Context: an optimization exercise on an open-source flow, tuned for small area, a short achievable clock period and few clock cycles. The choices shown serve that exercise and are no tape-out recipe.
No run shown here included a check of the RTL's function; only the layout flow was run.

==> design/flow/design.v <==
package dcnt_pkg;
	localparam int VAL_W     = 48;
	localparam int CMD_W     = 2;
	localparam int COUNT_W   = 16;
	localparam int UNIT_W    = 2;
	localparam int CFG_IDX_W = 2;
	localparam int DIV_W     = 32;
	localparam int MAG_W     = VAL_W + 1;
	localparam logic [CMD_W-1:0] CMD_INC  = 2'd0;
	localparam logic [CMD_W-1:0] CMD_DEC  = 2'd1;
	localparam logic [CMD_W-1:0] CMD_PEEK = 2'd2;
	localparam logic [UNIT_W-1:0] UNIT_MS  = 2'd0;
	localparam logic [UNIT_W-1:0] UNIT_SEC = 2'd1;
	localparam logic [UNIT_W-1:0] UNIT_MIN = 2'd2;
	localparam logic [UNIT_W-1:0] UNIT_BAD = 2'd3;
	localparam logic [CFG_IDX_W-1:0] REG_RATE  = 2'd0;
	localparam logic [CFG_IDX_W-1:0] REG_COUNT = 2'd1;
	localparam logic [CFG_IDX_W-1:0] REG_UNIT  = 2'd2;
	localparam logic [VAL_W-1:0] VAL_MAX   = {1'b0, {(VAL_W-1){1'b1}}};
	localparam logic [VAL_W-1:0] VAL_MIN   = {1'b1, {(VAL_W-1){1'b0}}};
	localparam logic [MAG_W-1:0] DEG_LIMIT = {1'b1, {VAL_W{1'b0}}};
	typedef struct packed {
		logic [CMD_W-1:0]        cmd;
		logic signed [VAL_W-1:0] amount;
		logic [VAL_W-1:0]        now_ms;
	} req_t;
	typedef struct packed {
		logic                    status;
		logic signed [VAL_W-1:0] result_value;
	} rsp_t;
	typedef struct packed {
		logic signed [VAL_W-1:0] decay_step;
		logic [COUNT_W-1:0]      interval_count;
		logic [UNIT_W-1:0]       interval_unit;
	} cfg_t;
endpackage
module dcnt_alu #(
	parameter int W = 48
) (
	input  logic [W-1:0] a,
	input  logic [W-1:0] b,
	input  logic         ci,
	output logic [W-1:0] s
);
	localparam int L = $clog2(W);
	logic [W-1:0] g [0:L];
	logic [W-1:0] p [0:L];
	logic [W-1:0] gg, pp;
	always_comb begin
		g[0] = a & b;
		p[0] = a ^ b;
		g[0][0] = (a[0] & b[0]) | (ci & (a[0] ^ b[0]));
		for (int l = 1; l <= L; l++) begin
			g[l] = g[l-1];
			p[l] = p[l-1];
			for (int i = 0; i < W; i++) begin
				if (((i + 1) % (1 << l)) == 0) begin
					g[l][i] = g[l-1][i] | (p[l-1][i] & g[l-1][i - (1 << (l-1))]);
					p[l][i] = p[l-1][i] & p[l-1][i - (1 << (l-1))];
				end
			end
		end
		gg = g[L];
		pp = p[L];
		for (int l = L - 1; l >= 1; l--) begin
			for (int i = 0; i < W; i++) begin
				if (((i + 1) % (1 << l)) == (1 << (l-1)) && i >= (1 << l)) begin
					gg[i] = gg[i] | (pp[i] & gg[i - (1 << (l-1))]);
					pp[i] = pp[i] & pp[i - (1 << (l-1))];
				end
			end
		end
		s[0] = p[0][0] ^ ci;
		for (int i = 1; i < W; i++) begin
			s[i] = p[0][i] ^ gg[i-1];
		end
	end
endmodule
module dcnt_cmp #(
	parameter int W = 48
) (
	input  logic [W-1:0] a,
	input  logic [W-1:0] b,
	output logic         ge
);
	localparam int L = $clog2(W);
	localparam int N = 1 << L;
	logic [N-1:0] g [0:L];
	logic [N-1:0] p [0:L];
	always_comb begin
		g[0] = '0;
		p[0] = '1;
		for (int i = 0; i < W; i++) begin
			g[0][i] = a[i] & !b[i];
			p[0][i] = a[i] | !b[i];
		end
		for (int l = 1; l <= L; l++) begin
			g[l] = '0;
			p[l] = '1;
			for (int i = 0; i < (N >> l); i++) begin
				g[l][i] = g[l-1][2*i+1] | (p[l-1][2*i+1] & g[l-1][2*i]);
				p[l][i] = p[l-1][2*i+1] & p[l-1][2*i];
			end
		end
		ge = g[L][0] | p[L][0];
	end
endmodule
import dcnt_pkg::*;
module dcnt_cfg (
	input  logic                           clk,
	input  logic                           arst_n,
	input  logic                           cfg_valid,
	output logic                           cfg_ready,
	input  logic [dcnt_pkg::CFG_IDX_W-1:0] cfg_index,
	input  logic [dcnt_pkg::VAL_W-1:0]     cfg_data,
	output logic                           cfg_wr,
	output logic [47:0]                    rate,
	output logic                           ubad,     
	output logic                           pbusy,    
	output logic [31:0]                    per       
);
	logic [15:0] cnt_q;
	logic [1:0]  unit_q;
	logic [1:0]  pst_q;
	logic [15:0] c;
	logic [29:0] sa, sb, sd;
	assign cfg_ready = 1'b1;
	assign cfg_wr    = cfg_valid;
	assign ubad      = (unit_q == UNIT_BAD);
	assign pbusy     = (pst_q != 2'd0);
	always_comb begin
		c = (cnt_q == 16'd0) ? 16'd1 : cnt_q;
		case (pst_q)
			2'd1:    begin sa = {12'd0, c, 2'd0};  sb = {14'd0, c};   end
			2'd2:    begin sa = {4'd0, c, 10'd0};  sb = per[29:0];    end
			default: begin sa = {per[25:0], 4'd0}; sb = per[29:0];    end
		endcase
	end
	dcnt_alu #(.W(30)) u_sub (.a(sa), .b(~sb), .ci(1'b1), .s(sd));
	always_ff @(posedge clk or negedge arst_n) begin
		if (!arst_n) begin
			rate   <= 48'd65536;
			cnt_q  <= 16'd1;
			unit_q <= UNIT_MS;
			per    <= 32'd1;
			pst_q  <= 2'd0;
		end else begin
			case (pst_q)
				2'd1: begin
					if (unit_q == UNIT_SEC || unit_q == UNIT_MIN) begin
						per   <= {8'd0, sd[20:0], 3'd0};
						pst_q <= 2'd2;
					end else begin
						per   <= {16'd0, c};
						pst_q <= 2'd0;
					end
				end
				2'd2: begin
					per   <= {2'd0, sd};
					pst_q <= (unit_q == UNIT_MIN) ? 2'd3 : 2'd0;
				end
				2'd3: begin
					per   <= {sd, 2'd0};
					pst_q <= 2'd0;
				end
				default: begin
				end
			endcase
			if (cfg_valid) begin
				case (cfg_index)
					REG_RATE: rate <= cfg_data;
					REG_COUNT: begin
						cnt_q <= cfg_data[15:0];
						pst_q <= 2'd1;
					end
					REG_UNIT: begin
						unit_q <= cfg_data[1:0];
						pst_q  <= 2'd1;
					end
					default: begin
					end
				endcase
			end
		end
	end
endmodule
import dcnt_pkg::*;
module dcnt_core (
	input  logic        clk,
	input  logic        arst_n,
	input  logic        req_valid,
	input  logic [1:0]  req_cmd,
	input  logic [47:0] req_amount,
	input  logic [47:0] req_now_ms,
	output logic        req_stall,
	input  logic        cfg_wr,
	input  logic [47:0] rate,
	input  logic        ubad,
	input  logic        pbusy,
	input  logic [31:0] per,
	output logic        rsp_valid,
	input  logic        rsp_stall,
	output logic        rsp_status,
	output logic [47:0] rsp_result_value
);
	localparam logic [1:0] K_ZERO = 2'd0;
	localparam logic [1:0] K_RAW  = 2'd1;
	localparam logic [1:0] K_DEC  = 2'd2;
	localparam logic [49:0] MS_MAX = 50'h1_0000_0000_0000;
	localparam logic [49:0] MS_MIN = 50'h3_0000_0000_0000;
	logic        exists_q, cval_q, slow_q, sload_q, bk_q, qb_q, send_q;
	logic [47:0] raw_q, born_q, bnd_q, sh_q;
	logic [49:0] ms_q;
	logic [5:0]  sc_q;
	logic [2:0]  wc_q;
	logic        rsp_v_q, rsp_st_q;
	logic [1:0]  rsp_k_q;
	logic        go, accept, need, ready0, ready1, readylt, eqb, ms_sat;
	logic        ge0, c1, c2, dz0, dz1, dz, vz, qb, skip8, lt8;
	logic [48:0] bp, b2p, dl;
	logic [49:0] d0;
	logic [47:0] dval;
	logic [48:0] ad;
	logic [47:0] v_dec, v_inc;
	logic [32:0] dsub;
	logic [50:0] wa, wb, wsum;
	logic [49:0] ms_w, ms_s8;
	logic [49:0] rate_x;
	assign go     = !rsp_v_q || !rsp_stall;
	assign rate_x = {{2{rate[47]}}, rate};
	assign bp  = {1'b0, bnd_q} + {17'd0, per};
	assign b2p = {1'b0, bnd_q} + (bk_q ? ~{17'd0, per} + 49'd1 : {16'd0, per, 1'b0});
	assign ge0 = (req_now_ms >= bnd_q);
	assign c1  = ({1'b0, req_now_ms} >= bp);
	assign c2  = ({1'b0, req_now_ms} >= b2p);
	dcnt_alu #(.W(49)) u_dl (.a({1'b0, req_now_ms}), .b(~{1'b0, bnd_q}), .ci(1'b1), .s(dl));
	assign d0 = {{2{raw_q[47]}}, raw_q} - ms_q;
	assign dz1 = ($signed(d0) <= $signed(rate_x));
	assign dz0  = d0[49] || (d0 == 50'd0);
	assign dval = d0[49] ? 48'd0 : ((|d0[48:47]) ? VAL_MAX : d0[47:0]);
	assign ad    = {raw_q[47], raw_q} + ({req_amount[47], req_amount} ^ {49{req_cmd == CMD_DEC}})
	               + {48'd0, req_cmd == CMD_DEC};
	assign v_inc = (ad[48] != ad[47]) ? (ad[48] ? VAL_MIN : VAL_MAX) : ad[47:0];
	assign v_dec = ad[48] ? 48'd0 : (ad[47] ? VAL_MAX : ad[47:0]);
	assign vz    = (v_dec == 48'd0);
	dcnt_alu #(.W(33)) u_dsub (.a({bnd_q[31:0], sh_q[47]}), .b(~{1'b0, per}), .ci(1'b1), .s(dsub));
	assign qb = !dsub[32];
	dcnt_cmp #(.W(32)) u_lt8 (.a({bnd_q[23:0], sh_q[47:40]}), .b(per), .ge(lt8));
	assign skip8 = (sc_q >= 6'd8) && (bnd_q[31:24] == 8'd0) && !lt8;
	always_comb begin
		if (slow_q) begin
			wa = {ms_q, 1'b0};
			wb = qb_q ? {rate_x[49], rate_x} : 51'd0;
		end else begin
			wa = {ms_q[49], ms_q};
			wb = {rate_x[49], rate_x} ^ {51{bk_q}};
		end
	end
	dcnt_alu #(.W(51)) u_ms (.a(wa), .b(wb), .ci(!slow_q && bk_q), .s(wsum));
	always_comb begin
		if (!wsum[50] && (wsum[49:0] > MS_MAX))
			ms_w = MS_MAX;
		else if (wsum[50] && (wsum[49:0] < MS_MIN))
			ms_w = MS_MIN;
		else
			ms_w = wsum[49:0];
		if (!ms_q[49] && (|ms_q[48:40]))
			ms_s8 = MS_MAX;
		else if (ms_q[49] && !(&ms_q[48:40]))
			ms_s8 = MS_MIN;
		else
			ms_s8 = {ms_q[41:0], 8'd0};
	end
	assign ms_sat = ms_q[48] && (ms_q[47:0] == 48'd0);
	always_comb begin
		eqb     = (bnd_q == born_q);
		need    = exists_q && (req_cmd != 2'd3) && !ubad;
		ready0  = cval_q && ge0 && (bk_q || !c1);
		ready1  = cval_q && !bk_q && c1 && !c2;
		readylt = cval_q && !ge0 && eqb;
		dz      = ready1 ? dz1 : dz0;
		accept  = req_valid && go && !slow_q && !pbusy && (!need || ready0 || ready1 || readylt);
	end
	assign req_stall        = !accept;
	assign rsp_valid        = rsp_v_q;
	assign rsp_status       = rsp_st_q;
	assign rsp_result_value = (rsp_k_q == K_RAW) ? raw_q : ((rsp_k_q == K_DEC) ? dval : 48'd0);
	always_ff @(posedge clk or negedge arst_n) begin
		if (!arst_n) begin
			exists_q <= 1'b0;
			cval_q   <= 1'b0;
			slow_q   <= 1'b0;
			sload_q  <= 1'b0;
			bk_q     <= 1'b0;
			qb_q     <= 1'b0;
			send_q   <= 1'b0;
			raw_q    <= '0;
			born_q   <= '0;
			bnd_q    <= '0;
			sh_q     <= '0;
			ms_q     <= '0;
			sc_q     <= '0;
			wc_q     <= '0;
			rsp_v_q  <= 1'b0;
			rsp_st_q <= 1'b0;
			rsp_k_q  <= K_ZERO;
		end else begin
			if (accept) begin
				rsp_v_q <= 1'b1;
			end else if (!rsp_stall) begin
				rsp_v_q <= 1'b0;
			end
			if (cfg_wr) begin
				cval_q <= 1'b0;
				slow_q <= 1'b0;
				bk_q   <= 1'b0;
			end else if (go && slow_q) begin
				if (sload_q) begin
					sload_q <= 1'b0;
					ms_q    <= '0;
					qb_q    <= 1'b0;
					send_q  <= 1'b0;
					if (dl[48]) begin
						cval_q <= 1'b1;
						slow_q <= 1'b0;
					end else begin
						sh_q  <= dl[47:0];
						bnd_q <= '0;
						sc_q  <= 6'd48;
					end
				end else if (sc_q == 6'd0) begin
					if (send_q) begin
						bnd_q  <= dl[47:0];
						cval_q <= 1'b1;
						slow_q <= 1'b0;
						send_q <= 1'b0;
					end else begin
						ms_q   <= ms_w;
						qb_q   <= 1'b0;
						send_q <= 1'b1;
					end
				end else if (skip8 && !qb_q) begin
					bnd_q <= {16'd0, bnd_q[23:0], sh_q[47:40]};
					sh_q  <= {sh_q[39:0], 8'd0};
					ms_q  <= ms_s8;
					sc_q  <= sc_q - 6'd8;
				end else begin
					bnd_q <= qb ? {16'd0, dsub[31:0]} : {15'd0, bnd_q[31:0], sh_q[47]};
					sh_q  <= {sh_q[46:0], 1'b0};
					ms_q  <= ms_w;
					qb_q  <= qb;
					sc_q  <= sc_q - 6'd1;
				end
			end else if (accept) begin
				wc_q     <= '0;
				bk_q     <= 1'b0;
				rsp_st_q <= 1'b0;
				rsp_k_q  <= K_ZERO;
				if (req_cmd == 2'd3) begin
					rsp_st_q <= 1'b1;
				end else if (!exists_q || (req_cmd == CMD_INC && (ubad || dz))) begin
					if (req_cmd == CMD_INC) begin
						exists_q <= 1'b1;
						raw_q    <= req_amount;
						born_q   <= req_now_ms;
						bnd_q    <= req_now_ms;
						ms_q     <= '0;
						cval_q   <= 1'b1;
						rsp_k_q  <= K_RAW;
					end else begin
						rsp_st_q <= 1'b1;
					end
				end else begin
					if (!ubad && ready1) begin
						bnd_q <= bp[47:0];
						ms_q  <= ms_w;
					end
					case (req_cmd)
						CMD_INC: begin
							raw_q   <= v_inc;
							rsp_k_q <= K_DEC;
						end
						CMD_DEC: begin
							if (vz) begin
								exists_q <= 1'b0;
							end else begin
								raw_q   <= v_dec;
								rsp_k_q <= ubad ? K_ZERO : K_DEC;
							end
						end
						default: begin
							if (ubad || dz) begin
								exists_q <= 1'b0;
							end else begin
								rsp_k_q <= K_DEC;
							end
						end
					endcase
				end
			end else if (go && req_valid && need && !pbusy) begin
				if (!cval_q || (wc_q == 3'd7) || (!ge0 && ms_sat)) begin
					slow_q  <= 1'b1;
					sload_q <= 1'b1;
					bnd_q   <= born_q;
					bk_q    <= 1'b0;
				end else if (ge0) begin
					bk_q  <= 1'b0;
					if (!bk_q) begin
						bnd_q <= bp[47:0];
						ms_q  <= ms_w;
						wc_q  <= wc_q + 3'd1;
					end
				end else if (!bk_q) begin
					bk_q <= 1'b1;
				end else begin
					bnd_q <= b2p[47:0];
					ms_q  <= ms_w;
					wc_q  <= wc_q + 3'd1;
				end
			end
		end
	end
endmodule
import dcnt_pkg::*;
module decaying_counter #(
	parameter int TIME_WIDTH = 48,
	parameter int FRAC_BITS  = 16
) (
	input  logic                           clk,
	input  logic                           arst_n,
	input  logic                           cfg_valid,
	output logic                           cfg_ready,
	input  logic [dcnt_pkg::CFG_IDX_W-1:0] cfg_index,
	input  logic [dcnt_pkg::VAL_W-1:0]     cfg_data,
	input  logic                           req_valid,
	output logic                           req_stall,
	input  logic [dcnt_pkg::CMD_W-1:0]     req_cmd,
	input  logic [dcnt_pkg::VAL_W-1:0]     req_amount,
	input  logic [dcnt_pkg::VAL_W-1:0]     req_now_ms,
	output logic                           rsp_valid,
	input  logic                           rsp_stall,
	output logic                           rsp_status,
	output logic [dcnt_pkg::VAL_W-1:0]     rsp_result_value
);
	logic        cfg_wr, ubad, pbusy;
	logic [47:0] rate;
	logic [31:0] per;
	dcnt_cfg u_cfg (
		.clk       (clk),
		.arst_n    (arst_n),
		.cfg_valid (cfg_valid),
		.cfg_ready (cfg_ready),
		.cfg_index (cfg_index),
		.cfg_data  (cfg_data),
		.cfg_wr    (cfg_wr),
		.rate      (rate),
		.ubad      (ubad),
		.pbusy     (pbusy),
		.per       (per)
	);
	dcnt_core u_core (
		.clk              (clk),
		.arst_n           (arst_n),
		.req_valid        (req_valid),
		.req_cmd          (req_cmd),
		.req_amount       (req_amount),
		.req_now_ms       (req_now_ms),
		.req_stall        (req_stall),
		.cfg_wr           (cfg_wr),
		.rate             (rate),
		.ubad             (ubad),
		.pbusy            (pbusy),
		.per              (per),
		.rsp_valid        (rsp_valid),
		.rsp_stall        (rsp_stall),
		.rsp_status       (rsp_status),
		.rsp_result_value (rsp_result_value)
	);
endmodule
==> design/flow/run.sh <==
#!/bin/bash
# synth_recipe.tcl (not shown) runs the flow's synth.tcl, then flattens the netlist and writes it again
# the make line also repeats each setting of config.mk as NAME=value (left out here)
make -C /OpenROAD-flow-scripts/flow DESIGN_CONFIG=/design/flow/config.mk WORK_HOME=/design/flow/orfs CLKGATE_MAP_FILE= SYNTH_SCRIPT=/design/flow/synth_recipe.tcl finish
==> design/flow/config.mk <==
export PLATFORM = sky130hd
export DESIGN_NAME = decaying_counter
export DESIGN_NICKNAME = decaying_counter
export VERILOG_FILES = /design/flow/design.v
export SDC_FILE = /design/flow/constraint.sdc
export NUM_CORES = 4
export LEC_CHECK = 0
export CAP_MARGIN = 20
export CORE_MARGIN = 2
export CORE_UTILIZATION = 40
export SLEW_MARGIN = 20
==> design/flow/constraint.sdc <==
create_clock -name core_clock -period 10.0 [get_ports {clk}]
set_input_delay 2.0000 -clock core_clock [delete_from_list [all_inputs] [get_ports {clk}]]
set_output_delay 2.0000 -clock core_clock [all_outputs]
set_load 0.01 [all_outputs]
==> results of run 1 <==
## registers in the layout, indices dropped and copies added (netlist names), 2 cells and up
name and flops:
u_cfg.per 32, u_core.sh_q 48, u_core.raw_q 48, u_cfg.pst_q 2
u_cfg.unit_q 2, u_cfg.rate 48, u_core.bnd_q 48, u_core.rsp_k_q 2
u_core.ms_q 50, u_cfg.cnt_q 16, u_core.born_q 48, u_core.wc_q 3
u_core.sc_q 6
## final timing paths
| check | startpoint | to |
|---|---|---|
| worst max-delay path | u_cfg.per[1] | req_stall |
| worst min-delay path | u_core.sh_q[36] | u_core.sh_q[36] |
| worst max register to register | u_core.bk_q | u_core.ms_q[36] |
| worst min register to register | u_core.sh_q[36] | u_core.sh_q[36] |
| max in group asynchronous | arst_n | u_core.bnd_q[26] |
| min in group asynchronous | arst_n | u_core.raw_q[36] |
## through the flow
step / instances / util (%) / area, sq um
final: 7602 / 45.70 / 52970
after global routing: 7596 / 45.69 / 52950
after CTS: 7586 / 45.47 / 52700
after detailed placement: 7487 / 43.76 / 50720
after global placement: 7487 / 43.76 / 50720
after floorplan: 5918 / - / 46590
## layout by cell type (no fill, tap or decap), types with 51 or more instances in the layout
cell,count
a211oi_1,152
a21o_1,211
a21oi_1,461
buf_4,167
clkbuf_16,51
clkdlybuf4s50_1,201
dfrtp_1,356
fa_1,84
ha_1,491
inv_1,405
mux2_2,132
mux2i_1,115
nand2_1,589
nand3_1,104
nand4_1,125
nor2_1,402
nor2b_1,57
nor3_1,94
o21a_1,65
o21ai_0,401
xnor2_1,207
xor2_1,176
## cells by family (layout without fill, tap and decap cells)
| kind of cell | Yosys count | in the layout | share of synthesized area [%] |
|---|---|---|---|
| AO/OA/AOI/OAI | 1912 | 1912 | 27.03 |
| XOR/XNOR | 384 | 384 | 7.219 |
| multiplexers | 254 | 254 | 5.876 |
| adder cells (fa/ha/maj) | 585 | 585 | 17.03 |
| flip-flops | 362 | 362 | 19.45 |
| buffers and inverters | 727 | 880 | 6.080 |
| AND/OR/NAND/NOR | 1693 | 1693 | 17.31 |
| other | 1 | 8 | 0.008049 |
## per-layer routing
metal  up-vias  part of all wire, %
met2      2237                   45
met5         -                0.014
met1     23050                   41
li1      21900                    -
met3       540                  7.6
met4         4                  6.8
## area by class of cell
class / count / area [sq um] / share of cell area, %
Multi-Input combinational cell: 4829 / 35180 / 66.42
Sequential cell: 362 / 9071 / 17.13
Timing Repair Buffer: 381 / 3501 / 6.610
Tap cell: 1524 / 1907 / 3.600
Inverter: 408 / 1531 / 2.891
Clock buffer: 63 / 1401 / 2.646
Clock inverter: 28 / 357.8 / 0.6756
Antenna cell: 7 / 17.52 / 0.03307
## critical path, delay by kind of cell (launching register included)
kind | cells | cell delay (ps)
flip-flops | 1 | 380
AO/OA/AOI/OAI | 14 | 2950
adder cells (fa/ha/maj) | 3 | 860
buffers and inverters | 6 | 850
XOR/XNOR | 1 | 100
AND/OR/NAND/NOR | 7 | 2060
## what timing repair did
action                     in CTS  in global routing
hold buffers                    0                  0
gates resized for setup        41                 35
buffers inserted                8                  8
pin swaps                      13                 19
setup endpoints to repair       1                  1
hold endpoints to repair        0                  0
==> out/results.txt, run 1 <==
Mapped Nets: 6650
Initial DRC Count: 4981
final hold violation count: 0
clk latency of the worst-skew pair: 670 ps
routing usage on met3: 4.394%
final hold slack: 506.3 ps
final setup vio count: 0
Initial Utilization: 40.20%
overall routing resource usage: 32.61%
share of synthesized registers carrying an async set or reset: 100.0%
fin nets: 6764
GR Overflow Total: 0
total CTS buffers: 50
CTS root buf: clkbuf_16
Synth Area per Inst: 7.873 sq um
Tcrit/Tclk final: 98.82%
Max-slew headroom: 19.60%
critical path type: reg -> out
post-synth top area cell: dfrtp_1
Setup WS pre-CTS: -449.9 ps
R2R Setup Slk: 980 ps
Die X: 345.3 microns
max-capacitance violation count: 0
site row count: 125
GR peak layer: met2
H-tree levels: 2
IO buf count: 203
Layout area overhead: 13.68%
FF+latch count, synth: 362
met1 GRT Util: 41.82%
CTS tree: built
vias per cell: 6.279
top_reg_cell synth: dfrtp_1
DR DRC count: 0
Hold Path Class: reg -> reg
clock buffer depth: 3
DPL Wire Length: 158.3 mm
reg2reg path depth: 31
most frequent cells after synthesis: nand2_1 (592), ha_1 (495), a21oi_1 (469), nor2_1 (410)
hold path cells: 2
global-route wire length before repair: 296.0 mm
WP data required: 8000 ps
top cell type's share of synthesized area: 19.28%
layout cells sized above 1: 9.010%
Worst Setup End Kind: output pin
# clock sinks: 362
GPL Wtd Cong: 1.044
number of global-route vias before repair: 45290
Area contributors post-synth: dfrtp_1 (19%), ha_1 (13%), a21oi_1 (5.0%), nand2_1 (4.8%), o21ai_0 (4.4%)
met2 Use GR: 52.51%
core area: 115900 sq um
Sum Neg Setup Slack: 0 ps
largest net degree at the start of global routing: 113
Layout Skew: 35.87 ps
slowest stage delay, CP: 520 ps
Crit-path slowest cell: or4b_4
Filler cells: 11590
1st-pass router iterations: 7
distinct cell type count after synthesis: 111
Yosys warning total: 17
Critical Path AT: 7880 ps
Final Critical Period: 9882 ps
Die Y: 345.3 microns
Post-Syn Area: 46590 sq um
outcome: complete, no violations
Post-Syn Instances: 5918
Peak Freq: 101.2 MHz
WL final: 201.3 mm
number of synthesized flops with an enable pin: 0
io pins: 205
Max Slew Vio Count: 0
register area share after synthesis: 19.45%
Setup crit start kind: register
CP max FO: 5
DIE AREA: 119200 sq um
antenna violations before repair: 3
worst setup margin: 118.3 ps
wire length per cell: 26.47 microns
Final ANT Viol Nets: 0
most common cell in the netlist: nand2_1
Slew @ Worst Pin: 1176 ps
vias after detailed routing: 47730
clock-pin slew on the worst setup and hold paths: 60 ps
==> inputs of run 2 (changes only) <==
--- a/design/flow/design.v
+++ b/design/flow/design.v
@@ -208,16 +208,22 @@
 	localparam logic [1:0] K_DEC  = 2'd2;
 	localparam logic [49:0] MS_MAX = 50'h1_0000_0000_0000;
 	localparam logic [49:0] MS_MIN = 50'h3_0000_0000_0000;
+	logic        full_q;
+	logic [1:0]  cmd_q;
+	logic [47:0] amt_q, now_q;
 	logic        exists_q, cval_q, slow_q, sload_q, bk_q, qb_q, send_q;
 	logic [47:0] raw_q, born_q, bnd_q, sh_q;
 	logic [49:0] ms_q;
 	logic [5:0]  sc_q;
 	logic [2:0]  wc_q;
-	logic        rsp_v_q, rsp_st_q;
-	logic [1:0]  rsp_k_q;
-	logic        go, accept, need, ready0, ready1, readylt, eqb, ms_sat;
+	logic        r1_v_q, r1_st_q, r2_v_q, r2_st_q;
+	logic [1:0]  r1_k_q;
+	logic [47:0] r2_val_q;
+	logic        go, r1_mv, fin, need, ready0, ready1, readylt, eqb, ms_sat;
 	logic        ge0, c1, c2, dz0, dz1, dz, vz, qb, skip8, lt8;
-	logic [48:0] bp, b2p, dl;
+	logic [49:0] x1, y1, x2, y2, z1, z2;
+	logic [50:0] xd, yd, zd;
+	logic [48:0] bx, dl;
 	logic [49:0] d0;
 	logic [47:0] dval;
 	logic [48:0] ad;
@@ -226,20 +232,47 @@
 	logic [50:0] wa, wb, wsum;
 	logic [49:0] ms_w, ms_s8;
 	logic [49:0] rate_x;
-	assign go     = !rsp_v_q || !rsp_stall;
+	logic [49:0] ca, cb, cp1, cp2;
+	logic [50:0] da, db, dc;
 	assign rate_x = {{2{rate[47]}}, rate};
-	assign bp  = {1'b0, bnd_q} + {17'd0, per};
-	assign b2p = {1'b0, bnd_q} + (bk_q ? ~{17'd0, per} + 49'd1 : {16'd0, per, 1'b0});
-	assign ge0 = (req_now_ms >= bnd_q);
-	assign c1  = ({1'b0, req_now_ms} >= bp);
-	assign c2  = ({1'b0, req_now_ms} >= b2p);
-	dcnt_alu #(.W(49)) u_dl (.a({1'b0, req_now_ms}), .b(~{1'b0, bnd_q}), .ci(1'b1), .s(dl));
-	assign d0 = {{2{raw_q[47]}}, raw_q} - ms_q;
-	assign dz1 = ($signed(d0) <= $signed(rate_x));
-	assign dz0  = d0[49] || (d0 == 50'd0);
+	assign r1_mv  = r1_v_q && (!r2_v_q || !rsp_stall);
+	assign go     = !r1_v_q || r1_mv;
+	always_comb begin
+		ca  = {2'b00, now_q};
+		cb  = ~{2'b00, bnd_q};
+		cp1 = ~{18'd0, per};
+		cp2 = ~{17'd0, per, 1'b0};
+		x1  = ca ^ cb ^ cp1;
+		y1  = (ca & cb) | (ca & cp1) | (cb & cp1);
+		x2  = ca ^ cb ^ cp2;
+		y2  = (ca & cb) | (ca & cp2) | (cb & cp2);
+	end
+	assign z1  = x1 - ~{y1[48:0], 1'b1};
+	assign z2  = x2 - ~{y2[48:0], 1'b1};
+	assign c1  = !z1[49];
+	assign c2  = !z2[49];
+	assign ge0 = (now_q >= bnd_q);
+	assign dz0 = ($signed({raw_q[47], raw_q[47], raw_q}) <= $signed(ms_q));
+	always_comb begin
+		da = {{3{raw_q[47]}}, raw_q};
+		db = ~{ms_q[49], ms_q};
+		dc = ~{rate_x[49], rate_x};
+		xd = da ^ db ^ dc;
+		yd = (da & db) | (da & dc) | (db & dc);
+	end
+	assign zd  = xd + {yd[49:0], 1'b1};
+	assign dz1 = zd[50];
+	dcnt_alu #(.W(49)) u_bx (
+		.a  ({1'b0, bnd_q}),
+		.b  (bk_q ? ~{17'd0, per} : {17'd0, per}),
+		.ci (bk_q),
+		.s  (bx)
+	);
+	dcnt_alu #(.W(49)) u_dl (.a({1'b0, now_q}), .b(~{1'b0, bnd_q}), .ci(1'b1), .s(dl));
+	dcnt_alu #(.W(50)) u_d0 (.a({{2{raw_q[47]}}, raw_q}), .b(~ms_q), .ci(1'b1), .s(d0));
 	assign dval = d0[49] ? 48'd0 : ((|d0[48:47]) ? VAL_MAX : d0[47:0]);
-	assign ad    = {raw_q[47], raw_q} + ({req_amount[47], req_amount} ^ {49{req_cmd == CMD_DEC}})
-	               + {48'd0, req_cmd == CMD_DEC};
+	assign ad    = {raw_q[47], raw_q} + ({amt_q[47], amt_q} ^ {49{cmd_q == CMD_DEC}})
+	               + {48'd0, cmd_q == CMD_DEC};
 	assign v_inc = (ad[48] != ad[47]) ? (ad[48] ? VAL_MIN : VAL_MAX) : ad[47:0];
 	assign v_dec = ad[48] ? 48'd0 : (ad[47] ? VAL_MAX : ad[47:0]);
 	assign vz    = (v_dec == 48'd0);
@@ -258,9 +291,9 @@
 	end
 	dcnt_alu #(.W(51)) u_ms (.a(wa), .b(wb), .ci(!slow_q && bk_q), .s(wsum));
 	always_comb begin
-		if (!wsum[50] && (wsum[49:0] > MS_MAX))
+		if (!wsum[50] && (wsum[49] || wsum[48]))
 			ms_w = MS_MAX;
-		else if (wsum[50] && (wsum[49:0] < MS_MIN))
+		else if (wsum[50] && !(wsum[49] && wsum[48]))
 			ms_w = MS_MIN;
 		else
 			ms_w = wsum[49:0];
@@ -274,17 +307,56 @@
 	assign ms_sat = ms_q[48] && (ms_q[47:0] == 48'd0);
 	always_comb begin
 		eqb     = (bnd_q == born_q);
-		need    = exists_q && (req_cmd != 2'd3) && !ubad;
+		need    = exists_q && (cmd_q != 2'd3) && !ubad;
 		ready0  = cval_q && ge0 && (bk_q || !c1);
 		ready1  = cval_q && !bk_q && c1 && !c2;
 		readylt = cval_q && !ge0 && eqb;
 		dz      = ready1 ? dz1 : dz0;
-		accept  = req_valid && go && !slow_q && !pbusy && (!need || ready0 || ready1 || readylt);
+		fin     = full_q && go && !slow_q && !pbusy && (!need || ready0 || ready1 || readylt);
+	end
+	assign req_stall        = full_q && !fin;
+	assign rsp_valid        = r2_v_q;
+	assign rsp_status       = r2_st_q;
+	assign rsp_result_value = r2_val_q;
+	always_ff @(posedge clk or negedge arst_n) begin
+		if (!arst_n) begin
+			full_q <= 1'b0;
+		end else if (req_valid && !req_stall) begin
+			full_q <= 1'b1;
+		end else if (fin) begin
+			full_q <= 1'b0;
+		end
+	end
+	always_ff @(posedge clk) begin
+		if (req_valid && !req_stall) begin
+			cmd_q <= req_cmd;
+			amt_q <= req_amount;
+			now_q <= req_now_ms;
+		end
+	end
+	always_ff @(posedge clk or negedge arst_n) begin
+		if (!arst_n) begin
+			r1_v_q <= 1'b0;
+			r2_v_q <= 1'b0;
+		end else begin
+			if (fin) begin
+				r1_v_q <= 1'b1;
+			end else if (r1_mv) begin
+				r1_v_q <= 1'b0;
+			end
+			if (r1_mv) begin
+				r2_v_q <= 1'b1;
+			end else if (!rsp_stall) begin
+				r2_v_q <= 1'b0;
+			end
+		end
+	end
+	always_ff @(posedge clk) begin
+		if (r1_mv) begin
+			r2_st_q  <= r1_st_q;
+			r2_val_q <= (r1_k_q == K_RAW) ? raw_q : ((r1_k_q == K_DEC) ? dval : 48'd0);
+		end
 	end
-	assign req_stall        = !accept;
-	assign rsp_valid        = rsp_v_q;
-	assign rsp_status       = rsp_st_q;
-	assign rsp_result_value = (rsp_k_q == K_RAW) ? raw_q : ((rsp_k_q == K_DEC) ? dval : 48'd0);
 	always_ff @(posedge clk or negedge arst_n) begin
 		if (!arst_n) begin
 			exists_q <= 1'b0;
@@ -301,15 +373,9 @@
 			ms_q     <= '0;
 			sc_q     <= '0;
 			wc_q     <= '0;
-			rsp_v_q  <= 1'b0;
-			rsp_st_q <= 1'b0;
-			rsp_k_q  <= K_ZERO;
+			r1_st_q  <= 1'b0;
+			r1_k_q   <= K_ZERO;
 		end else begin
-			if (accept) begin
-				rsp_v_q <= 1'b1;
-			end else if (!rsp_stall) begin
-				rsp_v_q <= 1'b0;
-			end
 			if (cfg_wr) begin
 				cval_q <= 1'b0;
 				slow_q <= 1'b0;
@@ -351,69 +417,69 @@
 					qb_q  <= qb;
 					sc_q  <= sc_q - 6'd1;
 				end
-			end else if (accept) begin
-				wc_q     <= '0;
-				bk_q     <= 1'b0;
-				rsp_st_q <= 1'b0;
-				rsp_k_q  <= K_ZERO;
-				if (req_cmd == 2'd3) begin
-					rsp_st_q <= 1'b1;
-				end else if (!exists_q || (req_cmd == CMD_INC && (ubad || dz))) begin
-					if (req_cmd == CMD_INC) begin
+			end else if (fin) begin
+				wc_q    <= '0;
+				bk_q    <= 1'b0;
+				r1_st_q <= 1'b0;
+				r1_k_q  <= K_ZERO;
+				if (cmd_q == 2'd3) begin
+					r1_st_q <= 1'b1;
+				end else if (!exists_q || (cmd_q == CMD_INC && (ubad || dz))) begin
+					if (cmd_q == CMD_INC) begin
 						exists_q <= 1'b1;
-						raw_q    <= req_amount;
-						born_q   <= req_now_ms;
-						bnd_q    <= req_now_ms;
+						raw_q    <= amt_q;
+						born_q   <= now_q;
+						bnd_q    <= now_q;
 						ms_q     <= '0;
 						cval_q   <= 1'b1;
-						rsp_k_q  <= K_RAW;
+						r1_k_q   <= K_RAW;
 					end else begin
-						rsp_st_q <= 1'b1;
+						r1_st_q <= 1'b1;
 					end
 				end else begin
 					if (!ubad && ready1) begin
-						bnd_q <= bp[47:0];
+						bnd_q <= bx[47:0];
 						ms_q  <= ms_w;
 					end
-					case (req_cmd)
+					case (cmd_q)
 						CMD_INC: begin
-							raw_q   <= v_inc;
-							rsp_k_q <= K_DEC;
+							raw_q  <= v_inc;
+							r1_k_q <= K_DEC;
 						end
 						CMD_DEC: begin
+							raw_q <= v_dec;
 							if (vz) begin
 								exists_q <= 1'b0;
 							end else begin
-								raw_q   <= v_dec;
-								rsp_k_q <= ubad ? K_ZERO : K_DEC;
+								r1_k_q <= ubad ? K_ZERO : K_DEC;
 							end
 						end
 						default: begin
 							if (ubad || dz) begin
 								exists_q <= 1'b0;
 							end else begin
-								rsp_k_q <= K_DEC;
+								r1_k_q <= K_DEC;
 							end
 						end
 					endcase
 				end
-			end else if (go && req_valid && need && !pbusy) begin
+			end else if (go && full_q && need && !pbusy) begin
 				if (!cval_q || (wc_q == 3'd7) || (!ge0 && ms_sat)) begin
 					slow_q  <= 1'b1;
 					sload_q <= 1'b1;
 					bnd_q   <= born_q;
 					bk_q    <= 1'b0;
 				end else if (ge0) begin
-					bk_q  <= 1'b0;
+					bk_q <= 1'b0;
 					if (!bk_q) begin
-						bnd_q <= bp[47:0];
+						bnd_q <= bx[47:0];
 						ms_q  <= ms_w;
 						wc_q  <= wc_q + 3'd1;
 					end
 				end else if (!bk_q) begin
 					bk_q <= 1'b1;
 				end else begin
-					bnd_q <= b2p[47:0];
+					bnd_q <= bx[47:0];
 					ms_q  <= ms_w;
 					wc_q  <= wc_q + 3'd1;
 				end
==> run 2 against run 1 <==
Effect of this change:
- area after synthesis increased by 0.57%
- critical path depth decreased by 16
- synthesized cell count decreased by 15%
- setup slack improved by 1800 ps
- first-iteration DRC count decreased by 27%
- wire length decreased by 18%
- die area increased by 0.56%
==> out/results.txt, run 2 <==
outcome: complete, no violations (unchanged)
clock-pin slew on the worst setup and hold paths: 60 ps (about the same)
top_reg_cell synth: dfrtp_1 (unchanged)
DPL Wire Length: 125.9 mm (was 158.3 mm)
WP buf/inv: 4 (was 6)
site row count: 125 (unchanged)
Critical Path Most Common Cell: inv_1
total CTS buffers: 68 (was 50)
CTS tree: built (unchanged)
multi-input logic area: 31000 sq um (was 35180 sq um)
DIE AREA: 119900 sq um (was 119200 sq um)
Post-Syn Area: 46850 sq um (was 46590 sq um)
non-filler cells, final: 6681 (was 7602)
Filler cells: 11220 (was 11590)
IO buf count: 203 (unchanged)
clk latency of the worst-skew pair: 650 ps (was 670 ps)
register area share after synthesis: 28.87% (was 19.45%)
RSZ-0062 raised after global routing: no
io pins: 205 (unchanged)
distinct cell type count after synthesis: 94 (was 111)
most frequent cells after synthesis: ha_1 (459), inv_1 (411), a21oi_1 (399), nand2_1 (377), dfrtp_1 (361) (was nand2_1 (592), ha_1 (495), a21oi_1 (469), nor2_1 (410))
Yosys warning total: 20 (was 17)
top cell type's share of synthesized area: 19.28% (about the same)
Initial Utilization: 40.32% (was 40.20%)
share of synthesized registers carrying an async set or reset: 71.23% (was 100.0%)
number of synthesized flops with an enable pin: 147 (was 0)
vias after detailed routing: 39760 (was 47730)
# clock sinks: 511 (was 362)
WL final: 164.4 mm (was 201.3 mm)
FF+latch count, synth: 511 (was 362)
fin nets: 5954 (was 6764)
Synth Area per Inst: 9.352 sq um (was 7.873 sq um)
Layout Skew: 26.82 ps (was 35.87 ps)
CTS hold repair buffers: 0 (unchanged)
layout cells sized above 1: 6.887% (was 9.010%)
Worst Setup End Kind: output pin (unchanged)
Max Slew Vio Count: 0 (unchanged)
Reg with most FFs: u_core.ms_q (unchanged)
Sequential cell area: 13530 sq um (was 9071 sq um)
1st-pass router iterations: 6 (was 7)
global-route wire length before repair: 249.1 mm (was 296.0 mm)
GPL Wtd Cong: 0.9265 (was 1.044)
Tcrit/Tclk final: 81.26% (was 98.82%)
Final ANT Viol Nets: 0 (unchanged)
Final Critical Period: 8126 ps (was 9882 ps)
Final Util: 45.35% (was 45.70%)
most frequent cells in the layout: ha_1 (457), inv_1 (411), a21oi_1 (399), nand2_1 (374), dfrtp_1 (358) (was nand2_1 (589), ha_1 (491), a21oi_1 (461), inv_1 (405), nor2_1 (402))
core area: 116200 sq um (was 115900 sq um)
final setup vio count: 0 (unchanged)
Sum Neg Setup Slack: 0 ps (unchanged)
Initial DRC Count: 3633 (was 4981)
vias per cell: 5.952 (was 6.279)
clock buffer depth: 3 (unchanged)
Critical Path AT: 6130 ps (was 7880 ps)
Hold Path Class: reg -> reg (unchanged)
post-synth top area cell: dfrtp_1 (unchanged)
CP max FO: 7 (was 5)
slowest stage delay, CP: 780 ps (was 520 ps)
placed cells: 6552 (was 7487)
Peak Freq: 123.1 MHz (was 101.2 MHz)
max-capacitance violation count: 0 (unchanged)
CP delay by family, top: compound AO/OA/AOI/OAI gates (unchanged)
Layout area overhead: 12.48% (was 13.68%)
number of global-route vias before repair: 39390 (was 45290)
GR Overflow Total: 0 (unchanged)
max reg flops: 50 (unchanged)
Crit-path slowest cell: a2111oi_0 (was or4b_4)
Die Y: 346.3 microns (was 345.3 microns)
overall routing resource usage: 27.13% (was 32.61%)
Setup crit start kind: register (unchanged)
antenna violations before repair: 5 (was 3)
most common cell in the netlist: ha_1 (was nand2_1)
Max-slew headroom: 15.96% (was 19.60%)
commonest non-fill, non-tap cell in the layout: ha_1 (was nand2_1)
Area contributors post-synth: dfrtp_1 (19%), ha_1 (12%), fa_1 (10%), edfxtp_1 (9.4%), a21oi_1 (4.3%) (was dfrtp_1 (19%), ha_1 (13%), a21oi_1 (5.0%), nand2_1 (4.8%), o21ai_0 (4.4%))
Slew @ Worst Pin: 1229 ps (was 1176 ps)
largest net degree at the start of global routing: 141 (was 113)
post-cts resize count: 0 (was 41)
worst path cell trace: inv_1, fa_1, ha_1, a2111o_1, a31oi_1, o21ai_1, a2111oi_0, buf_4, o211ai_1, a211o_1, a21boi_2, nor2_2, nand2_1, inv_1, clkdlybuf4s50_1
critical path type: reg -> out (unchanged)
Post-Syn Instances: 5010 (was 5918)
DR DRC count: 0 (unchanged)
Setup Buffers After CTS: 0 (was 8)
H-tree levels: 3 (was 2)
final hold violation count: 0 (unchanged)
Die X: 346.3 microns (was 345.3 microns)
WP data required: 8000 ps (about the same)
CTS root buf: clkbuf_16 (unchanged)
Mapped Nets: 5865 (was 6650)
wire length per cell: 24.61 microns (was 26.47 microns)
-- run 2: cell count changes in the layout (fill, tap and decap cells not counted), sizes merged, moves of 47 or more --
cell / previous run / this run
a211oi: 159 / 50
a21oi: 470 / 400
a22oi: 25 / 78
buf: 179 / 51
edfxtp: 0 / 147
fa: 84 / 243
nand2: 592 / 377
nand3: 112 / 59
nor2: 411 / 303
nor3: 99 / 52
o21ai: 424 / 342
-- run 2: layout make-up --
type | instances | share of cell area [%]
Multi-Input combinational cell | 3853 | 58.83
Sequential cell | 511 | 25.68
Timing Repair Buffer | 253 | 4.648
Clock buffer | 97 | 3.768
Tap cell | 1524 | 3.618
Inverter | 412 | 2.934
Clock inverter | 29 | 0.5175
Antenna cell | 2 | 0.009496
-- run 2: cells by family after synthesis --
logic type | Yosys count | synth area share (%)
and+or+nand+nor | 1094 | 10.87
muxes | 221 | 5.055
other | 1 | 0.008003
AOI/OAI and AO/OA | 1490 | 20.76
buffers and inverters | 646 | 5.309
xor gates and xnor gates | 341 | 6.404
DFF | 511 | 28.87
adders and majority gates | 706 | 22.72
-- run 2: final timing paths --
kind	from	endpoint	slack, ps	depth (start not counted)
worst max-delay path	u_core.bnd_q[6]	req_stall	1870	15
worst min-delay path	u_core.r1_v_q	u_core.r2_v_q	470	1
worst max register to register	u_core.bnd_q[6]	u_core.bnd_q[35]	2640	15
worst min register to register	u_core.r1_v_q	u_core.r2_v_q	470	1
max in group asynchronous	arst_n	u_core.bnd_q[29]	7170	2
min in group asynchronous	arst_n	u_core.raw_q[25]	1340	1
-- run 2: routing by layer --
metal | part of all wire [%] | wire, microns | track usage [%] | vias to the layer above
met2 | 47 | 77110 | 44.69 | 1487
met3 | 6.2 | 10190 | 3.561 | 385
met5 | 0 | 0 | 0 | -
li1 | - | - | - | 18240
met1 | 41 | 66800 | 34.48 | 19650
met4 | 6.3 | 10290 | 14.90 | 0
-- run 2: stage by stage --
| stage | setup WS, ps | instance area (sq um) | hold WS (ps) |
|---|---|---|---|
| finish | 1874 | 52700 | 473.5 |
| global route | 1719 | 52700 | 496.6 |
| CTS | 1921 | 52670 | 469.3 |
| detailed placement | 2458 | 50410 | 472.2 |
| global placement | 2479 | 50410 | 462.1 |
| floorplan | 3746 | 46850 | 421.0 |
==> inputs of run 3 (changes only) <==
--- a/design/flow/config.mk
+++ b/design/flow/config.mk
@@ -8,4 +8,5 @@
 export CAP_MARGIN = 20
 export CORE_MARGIN = 2
 export CORE_UTILIZATION = 40
+export SETUP_SLACK_MARGIN = 4
 export SLEW_MARGIN = 20
==> run 3 against run 2 <==
Effect of this change:
- die area stayed put
- synthesized cell count stayed put
- count of clock-buffer cells in the layout stayed put
- fmax up 27%
- critical path depth is 1 lower
- cell count increased by 1.7%
- cell area increased by 3.5%
- clock skew is 3.6 ps lower
- hold slack improved by 23 ps
- critical endpoint unchanged
==> out/results.txt, run 3 <==
GPL Wtd Cong: 0.9656 (was 0.9265)
Max-slew headroom: 26.42% (was 15.96%)
Reg with most FFs: u_core.ms_q (unchanged)
CP delay by family, top: compound AO/OA/AOI/OAI gates (unchanged)
top_reg_cell synth: dfrtp_1 (unchanged)
reg2reg start: u_core.raw_q[47] (was u_core.bnd_q[6])
vias per cell: 5.958 (was 5.952)
clock-pin slew on the worst setup and hold paths: 60 ps (about the same)
Critical Path AT: 4390 ps (was 6130 ps)
number of synthesized flops with an enable pin: 147 (unchanged)
reg2reg path depth: 15 (unchanged)
layout cells sized above 1: 11.66% (was 6.887%)
number of global-route vias before repair: 39830 (was 39390)
Setup crit start kind: register (unchanged)
Worst Setup End Kind: output pin (unchanged)
CP max FO: 8 (was 7)
top cell type's share of synthesized area: 19.28% (unchanged)
Crit-path slowest cell: dfrtp_2 (was a2111oi_0)
largest net degree at the start of global routing: 126 (was 141)
post-synth top area cell: dfrtp_1 (unchanged)
R2R Setup Slk: 4140 ps (was 2640 ps)
CTS root buf: clkbuf_16 (unchanged)
# clock sinks: 511 (unchanged)
post-route cell area: 54530 sq um (was 52700 sq um)
commonest non-fill, non-tap cell in the layout: ha_1 (unchanged)
FF+latch count, synth: 511 (unchanged)
main combinational cell family by area after synthesis: adder cells (unchanged)
Post-Syn Area: 46850 sq um (unchanged)
register area share after synthesis: 28.87% (unchanged)
antenna violations before repair: 7 (was 5)
share of synthesized registers carrying an async set or reset: 71.23% (unchanged)
fin nets: 6067 (was 5954)
Tcrit/Tclk final: 63.90% (was 81.26%)
critical path depth: 14 (was 15)
IO buf count: 203 (unchanged)
vias after detailed routing: 40460 (was 39760)
Initial DRC Count: 3533 (was 3633)
Slew @ Worst Pin: 1099 ps (was 1229 ps)
DR DRC count: 0 (unchanged)
DIE AREA: 119900 sq um (unchanged)
overall routing resource usage: 28.06% (was 27.13%)
site row count: 125 (unchanged)
WL final: 171.2 mm (was 164.4 mm)
WP buf/inv: 4 (unchanged)
WP data required: 8000 ps (about the same)
Layout Skew: 23.22 ps (was 26.82 ps)
Critical Path End: req_stall (unchanged)
Initial Utilization: 40.32% (unchanged)
most common cell in the netlist: ha_1 (unchanged)
Sum Neg Setup Slack: 0 ps (unchanged)
clock buffer depth: 3 (unchanged)
Peak Freq: 156.5 MHz (was 123.1 MHz)
DPL Wire Length: 128.0 mm (was 125.9 mm)
Synth Area per Inst: 9.352 sq um (unchanged)
Synth Area in XOR/XNOR: 6.404% (unchanged)
Layout area overhead: 16.39% (was 12.48%)
Die Y: 346.3 microns (unchanged)
most frequent cells after synthesis: ha_1 (459), inv_1 (411), a21oi_1 (399), nand2_1 (377), dfrtp_1 (361) (unchanged)
total CTS buffers: 67 (was 68)
Die X: 346.3 microns (unchanged)
wire length per cell: 25.21 microns (was 24.61 microns)
Mapped Nets: 5865 (unchanged)
final hold violation count: 0 (unchanged)
worst path cell trace: clkinvlp_4, fa_1, ha_1, o2111ai_1, o21ai_2, a2111oi_4, buf_4, o211ai_1, a211o_2, a21boi_4, nor2_2, nand2_2, inv_1, buf_2 (was inv_1, fa_1, ha_1, a2111o_1, a31oi_1, o21ai_1, a2111oi_0, buf_4, o211ai_1, a211o_1, a21boi_2, nor2_2, nand2_1, inv_1, clkdlybuf4s50_1)
placement-stage cell area: 50410 sq um (about the same)
Post-Synth Simple-Gate Area: 10.87% (unchanged)
Adder-Cell Fraction of Synth Area: 22.72% (unchanged)
critical path type: reg -> out (unchanged)
most frequent cells in the layout: ha_1 (455), a21oi_1 (394), inv_1 (374), nand2_1 (373), dfrtp_1 (309) (was ha_1 (457), inv_1 (411), a21oi_1 (399), nand2_1 (374), dfrtp_1 (358))
1st-pass router iterations: 6 (unchanged)
clk latency of the worst-skew pair: 650 ps (about the same)
Worst R2R End: u_core.born_q[14] (was u_core.bnd_q[35])
GR Overflow Total: 0 (unchanged)
max-capacitance violation count: 0 (unchanged)
core area: 116200 sq um (unchanged)
Final ANT Viol Nets: 0 (unchanged)
H-tree levels: 3 (unchanged)
final setup vio count: 0 (unchanged)
Compound-Gate Fraction of Synth Area: 20.76% (unchanged)
max reg flops: 50 (unchanged)
Yosys warning total: 20 (unchanged)
RSZ-0062 raised after global routing: yes (was no)
Max Slew Vio Count: 0 (unchanged)
Final Critical Period: 6390 ps (was 8126 ps)
CTS hold repair buffers: 0 (unchanged)
io pins: 205 (unchanged)
outcome: complete, no violations (unchanged)
Post-Syn Instances: 5010 (unchanged)
distinct cell type count after synthesis: 94 (unchanged)
Hold Path Class: reg -> reg (unchanged)
multiplexer share of the synthesized area: 5.055% (unchanged)
CTS tree: built (unchanged)
Area contributors post-synth: dfrtp_1 (19%), ha_1 (12%), fa_1 (10%), edfxtp_1 (9.4%), a21oi_1 (4.3%) (unchanged)
CP Launch Point: u_core.bnd_q[3] (was u_core.bnd_q[6])
slowest stage delay, CP: 550 ps (was 780 ps)
global-route wire length before repair: 256.1 mm (was 249.1 mm)
-- run 3: cell counts after synthesis --
Identical to the previous run, type by type.
-- run 3: cell type report --
cell class,count,area (sq um)
Clock buffer,97,2028
Multi-Input combinational cell,3863,31620
Antenna cell,1,2.502
Fill cell,11000,61670
Inverter,412,1649
Clock inverter,27,369.1
Sequential cell,511,13590
Timing Repair Buffer,357,3364
Tap cell,1524,1907
-- run 3: routing by layer --
| metal | part of all wire (%) | up-vias | GRT usage, % |
|---|---|---|---|
| met3 | 6.7 | 466 | 4.243 |
| met4 | 6.6 | 6 | 15.74 |
| li1 | - | 18470 | - |
| met5 | 0.020 | - | 0 |
| met2 | 47 | 1610 | 46.80 |
| met1 | 39 | 19910 | 34.70 |
-- run 3: how the worst min path moves through the flow --
stage          slack (ps)  cells past startpoint            from        endpoint
2_1_floorplan         420                      0  u_core.r1_st_q  u_core.r2_st_q
3_3_place_gp          460                      1   u_core.r1_v_q   u_core.r2_v_q
3_5_place_dp          480                      1   u_core.r1_v_q   u_core.r2_v_q
4_1_cts               490                      1   u_core.r1_v_q   u_core.r2_v_q
5_1_grt               520                      1   u_cfg.rate[1]   u_cfg.rate[1]
6_report              500                      1   u_core.r1_v_q   u_core.r2_v_q
-- run 3: cells by family after synthesis --
group                      count (synthesis)
AOI/OAI and AO/OA                       1490
and+or+nand+nor                         1094
adders and majority gates                706
buffers and inverters                    646
DFF                                      511
xor gates and xnor gates                 341
muxes                                    221
other                                      1
-- run 3: per-stage QoR --
| stage | worst slack, ps | hold WS, ps | std cells | util, % |
|---|---|---|---|---|
| 2_1_floorplan | 4150 | 421.0 | 5010 | - |
| 6_report | 3610 | 496.4 | 6792 | 46.93 |
| 3_5_place_dp | 2860 | 481.0 | 6552 | 43.38 |
| 4_1_cts | 3460 | 494.0 | 6731 | 46.15 |
| 3_3_place_gp | 2798 | 463.3 | 6552 | 43.38 |
| 5_1_grt | 3512 | 521.7 | 6791 | 46.93 |
-- run 3: what timing repair did --
item	CTS	global route
resized for setup	103	111
buffers inserted	45	59
endpoints found under the hold margin	0	0
setup endpoints to repair	306	218
pin swaps	17	20
gates cloned	10	1
==> inputs of run 4 (changes only) <==
--- a/design/flow/design.v
+++ b/design/flow/design.v
@@ -219,7 +219,7 @@
 	logic        r1_v_q, r1_st_q, r2_v_q, r2_st_q;
 	logic [1:0]  r1_k_q;
 	logic [47:0] r2_val_q;
-	logic        go, r1_mv, fin, need, ready0, ready1, readylt, eqb, ms_sat;
+	logic        go, r1_mv, fin, need, eqb, ms_sat;
 	logic        ge0, c1, c2, dz0, dz1, dz, vz, qb, skip8, lt8;
 	logic [49:0] x1, y1, x2, y2, z1, z2;
 	logic [50:0] xd, yd, zd;
@@ -308,11 +308,9 @@
 	always_comb begin
 		eqb     = (bnd_q == born_q);
 		need    = exists_q && (cmd_q != 2'd3) && !ubad;
-		ready0  = cval_q && ge0 && (bk_q || !c1);
-		ready1  = cval_q && !bk_q && c1 && !c2;
-		readylt = cval_q && !ge0 && eqb;
-		dz      = ready1 ? dz1 : dz0;
-		fin     = full_q && go && !slow_q && !pbusy && (!need || ready0 || ready1 || readylt);
+		dz      = (c1 && !bk_q) ? dz1 : dz0;
+		fin     = full_q && go && !slow_q && !pbusy
+		          && (!need || (cval_q && (ge0 ? (bk_q || !c2) : eqb)));
 	end
 	assign req_stall        = full_q && !fin;
 	assign rsp_valid        = r2_v_q;
@@ -437,7 +435,7 @@
 						r1_st_q <= 1'b1;
 					end
 				end else begin
-					if (!ubad && ready1) begin
+					if (!ubad && c1 && !bk_q) begin
 						bnd_q <= bx[47:0];
 						ms_q  <= ms_w;
 					end
==> run 4 against run 3 <==
Effect of this change:
- still clean
- global-route usage down 0.27 points
- non-clock buffer count rose by 40
- flip-flop and latch count did not move
==> out/results.txt, run 4 <==
hold path cells: 2 (was 1)
Hold Path Class: reg -> reg (unchanged)
Setup crit start kind: register (unchanged)
Sum Neg Setup Slack: 0 ps (unchanged)
Layout area overhead: 16.67% (was 16.39%)
Synth Area per Inst: 9.431 sq um (was 9.352 sq um)
Post-Synth Simple-Gate Area: 10.98% (was 10.87%)
Final Critical Period: 6134 ps (was 6390 ps)
global-route wire length before repair: 254.7 mm (was 256.1 mm)
top cell type's share of synthesized area: 19.19% (was 19.28%)
Initial Utilization: 40.40% (was 40.32%)
Area contributors post-synth: dfrtp_1 (19%), ha_1 (12%), fa_1 (10%), edfxtp_1 (9.4%), xnor2_1 (4.3%) (was dfrtp_1 (19%), ha_1 (12%), fa_1 (10%), edfxtp_1 (9.4%), a21oi_1 (4.3%))
post-synth top area cell: dfrtp_1 (unchanged)
CP delay by family, top: compound AO/OA/AOI/OAI gates (unchanged)
Worst Setup End Kind: output pin (unchanged)
fin nets: 6091 (was 6067)
Tcrit/Tclk final: 61.34% (was 63.90%)
Post-Syn Area: 47070 sq um (was 46850 sq um)
number of global-route vias before repair: 40190 (was 39830)
RSZ-0062 raised after global routing: yes (unchanged)
clk latency of the worst-skew pair: 690 ps (was 650 ps)
GPL Wtd Cong: 0.9502 (was 0.9656)
placement-stage cell area: 50620 sq um (was 50410 sq um)
CTS tree: built (unchanged)
final setup vio count: 0 (unchanged)
Initial DRC Count: 4141 (was 3533)
final hold violation count: 0 (unchanged)
Max-slew headroom: 14.27% (was 26.42%)
IO buf count: 203 (unchanged)
Max Slew Vio Count: 0 (unchanged)
layout cells sized above 1: 13.66% (was 11.66%)
Peak Freq: 163.0 MHz (was 156.5 MHz)
Synth Area in XOR/XNOR: 6.438% (was 6.404%)
critical path depth: 11 (was 14)
Yosys warning total: 20 (unchanged)
non-filler cells, final: 6817 (was 6792)
DIE AREA: 120400 sq um (was 119900 sq um)
H-tree levels: 3 (unchanged)
vias after detailed routing: 40690 (was 40460)
Final ANT Viol Nets: 0 (unchanged)
main combinational cell family by area after synthesis: adder cells (unchanged)
post-route cell area: 54920 sq um (was 54530 sq um)
Compound-Gate Fraction of Synth Area: 20.88% (was 20.76%)
vias per cell: 5.968 (was 5.958)
multiplexer share of the synthesized area: 4.950% (was 5.055%)
site row count: 125 (unchanged)
most frequent cells after synthesis: nand2_1 (501), ha_1 (459), inv_1 (422), a21oi_1 (373), dfrtp_1 (361) (was ha_1 (459), inv_1 (411), a21oi_1 (399), nand2_1 (377), dfrtp_1 (361))
Reg with most FFs: u_core.ms_q (unchanged)
Post-Syn Instances: 4991 (was 5010)
core area: 116500 sq um (was 116200 sq um)
WL final: 171.4 mm (was 171.2 mm)
largest net degree at the start of global routing: 143 (was 126)
# diodes: 0 (was 1)
FF+latch count, synth: 511 (unchanged)
Layout Skew: 44.07 ps (was 23.22 ps)
Critical Path AT: 4130 ps (was 4390 ps)
CP max FO: 5 (was 8)
Crit-path slowest cell: dfrtp_1 (was dfrtp_2)
wire length per cell: 25.14 microns (was 25.21 microns)
Final Util: 47.13% (was 46.93%)
top_reg_cell synth: dfrtp_1 (unchanged)
# clock sinks: 511 (unchanged)
placed cells: 6544 (was 6552)
most common cell in the netlist: nand2_1 (was ha_1)
register area share after synthesis: 28.74% (was 28.87%)
outcome: complete, no violations (unchanged)
1st-pass router iterations: 9 (was 6)
clock buffer depth: 3 (unchanged)
io pins: 205 (unchanged)
WP buf/inv: 4 (unchanged)
total CTS buffers: 71 (was 67)
DPL Wire Length: 126.2 mm (was 128.0 mm)
reg2reg path depth: 14 (was 15)
worst path cell trace: inv_1, fa_1, ha_1, nand4_1, o21ai_1, a311oi_1, a211o_4, inv_4, nand2_4, inv_2, buf_6 (was clkinvlp_4, fa_1, ha_1, o2111ai_1, o21ai_2, a2111oi_4, buf_4, o211ai_1, a211o_2, a21boi_4, nor2_2, nand2_2, inv_1, buf_2)
Mapped Nets: 5846 (was 5865)
Filler cells: 11100 (was 11000)
WP data required: 8000 ps (about the same)
clock-pin slew on the worst setup and hold paths: 50 ps (was 60 ps)
critical path type: reg -> out (unchanged)
DR DRC count: 0 (unchanged)
most frequent cells in the layout: nand2_1 (497), ha_1 (450), inv_1 (373), a21oi_1 (361), dfrtp_1 (314) (was ha_1 (455), a21oi_1 (394), inv_1 (374), nand2_1 (373), dfrtp_1 (309))
Slew @ Worst Pin: 1285 ps (was 1099 ps)
Adder-Cell Fraction of Synth Area: 22.60% (was 22.72%)
share of synthesized registers carrying an async set or reset: 71.23% (unchanged)
antenna violations before repair: 2 (was 7)
Die X: 347.0 microns (was 346.3 microns)
Die Y: 347.0 microns (was 346.3 microns)
overall routing resource usage: 27.79% (was 28.06%)
max-capacitance violation count: 0 (unchanged)
number of synthesized flops with an enable pin: 147 (unchanged)
distinct cell type count after synthesis: 105 (was 94)
slowest stage delay, CP: 610 ps (was 550 ps)
commonest non-fill, non-tap cell in the layout: nand2_1 (was ha_1)
max reg flops: 50 (unchanged)
CTS root buf: clkbuf_16 (unchanged)
GR Overflow Total: 0 (unchanged)
## run 4: path summary, 6_finish.rpt
check,startpoint,endpoint,slack (ps)
min,u_core.wc_q[1],u_core.wc_q[1],500
max,u_cfg.per[28],req_stall,3870
min reg2reg,u_core.wc_q[1],u_core.wc_q[1],500
max in group asynchronous,arst_n,u_core.bk_q,6730
min in group asynchronous,arst_n,u_cfg.rate[47],1280
max reg2reg,u_cfg.per[28],u_core.bnd_q[20],3980
## run 4: final cells by class
type	count	area, sq um	share of cell area, %
clock buffers	100	2061	3.753
clock inverters	30	336.6	0.6129
repair buffers	397	3746	6.822
flip-flops and latches	511	13590	24.75
well taps	1524	1907	3.472
multi-input cells	3831	31550	57.44
inverters	424	1729	3.149
## run 4: cells by family (layout without fill, tap and decap cells)
| family | count (synthesis) | count (layout) |
|---|---|---|
| other | 1 | 1 |
| AOI/OAI and AO/OA | 1436 | 1436 |
| DFF | 511 | 511 |
| xor gates and xnor gates | 346 | 346 |
| adders and majority gates | 705 | 705 |
| and+or+nand+nor | 1129 | 1131 |
| muxes | 212 | 212 |
| buffers and inverters | 651 | 951 |
## run 4: worst min-delay path, stage by stage, from the launching register on
cell	delay, ps
dfrtp_1	350
nand2_1	50
o31ai_1	60
## run 4: per-layer routing
metal  share of wire, %  track usage, %
met1                 39           33.71
met2                 48           46.60
met3                6.6           4.516
met4                6.8           16.23
met5             0.0076               0
## run 4: repair_timing
action,4_1_cts,5_1_grt
gates resized for setup,162,61
cloned,2,4
hold buffers,0,0
pin swaps,20,30
buffers inserted,93,44
setup endpoints to repair,225,215
## run 4: metrics by stage
stage               hold WS [ps]  worst slack [ps]
global route               519.0              3827
finish                     496.1              3866
CTS                        497.1              3929
global placement           463.4              3060
floorplan                  425.6              4031
detailed placement         484.0              2961

[afterwards: timing with drivers on the ports]
The flow's constraints put no driver on any port. The routed layouts listed below were extracted and timed again, unchanged, in two steps. Step 1: set_driving_cell puts a clkbuf_16 on clk and a buf_2 on each other input, an assumption about the parent block. Step 2, shift: input delay + t, output delay - t, t = (earliest + latest rising clock arrival at the registers) / 2. This alone moves slack from input paths to output paths. Three values: no drivers, after step 1, after step 2; two values: the first two.
run | t (ns) | slack for setup (ns) | latest minus earliest clock arrival (ns) | worst slew at a driven data input, ns | pins driven straight from the clock port
run 1 | 0.737 | 0.118 / 0.038 / 0.706 | 0.036 / 0.036 | 0.08 | 1
run 2 | 0.716 | 1.874 / 1.797 / 2.512 | 0.030 / 0.031 | 0.19 | 1
run 3 | 0.716 | 3.610 / 3.534 / 3.850 | 0.023 / 0.023 | 0.19 | 1
run 4 | 0.733 | 3.866 / 3.800 / 3.402 | 0.044 / 0.044 | 0.06 | 1
After both steps setup and hold are still met in every run listed. The setup slack of run 4, which loses most, moves by -0.066 ns with the drivers and by -0.464 ns with both steps.
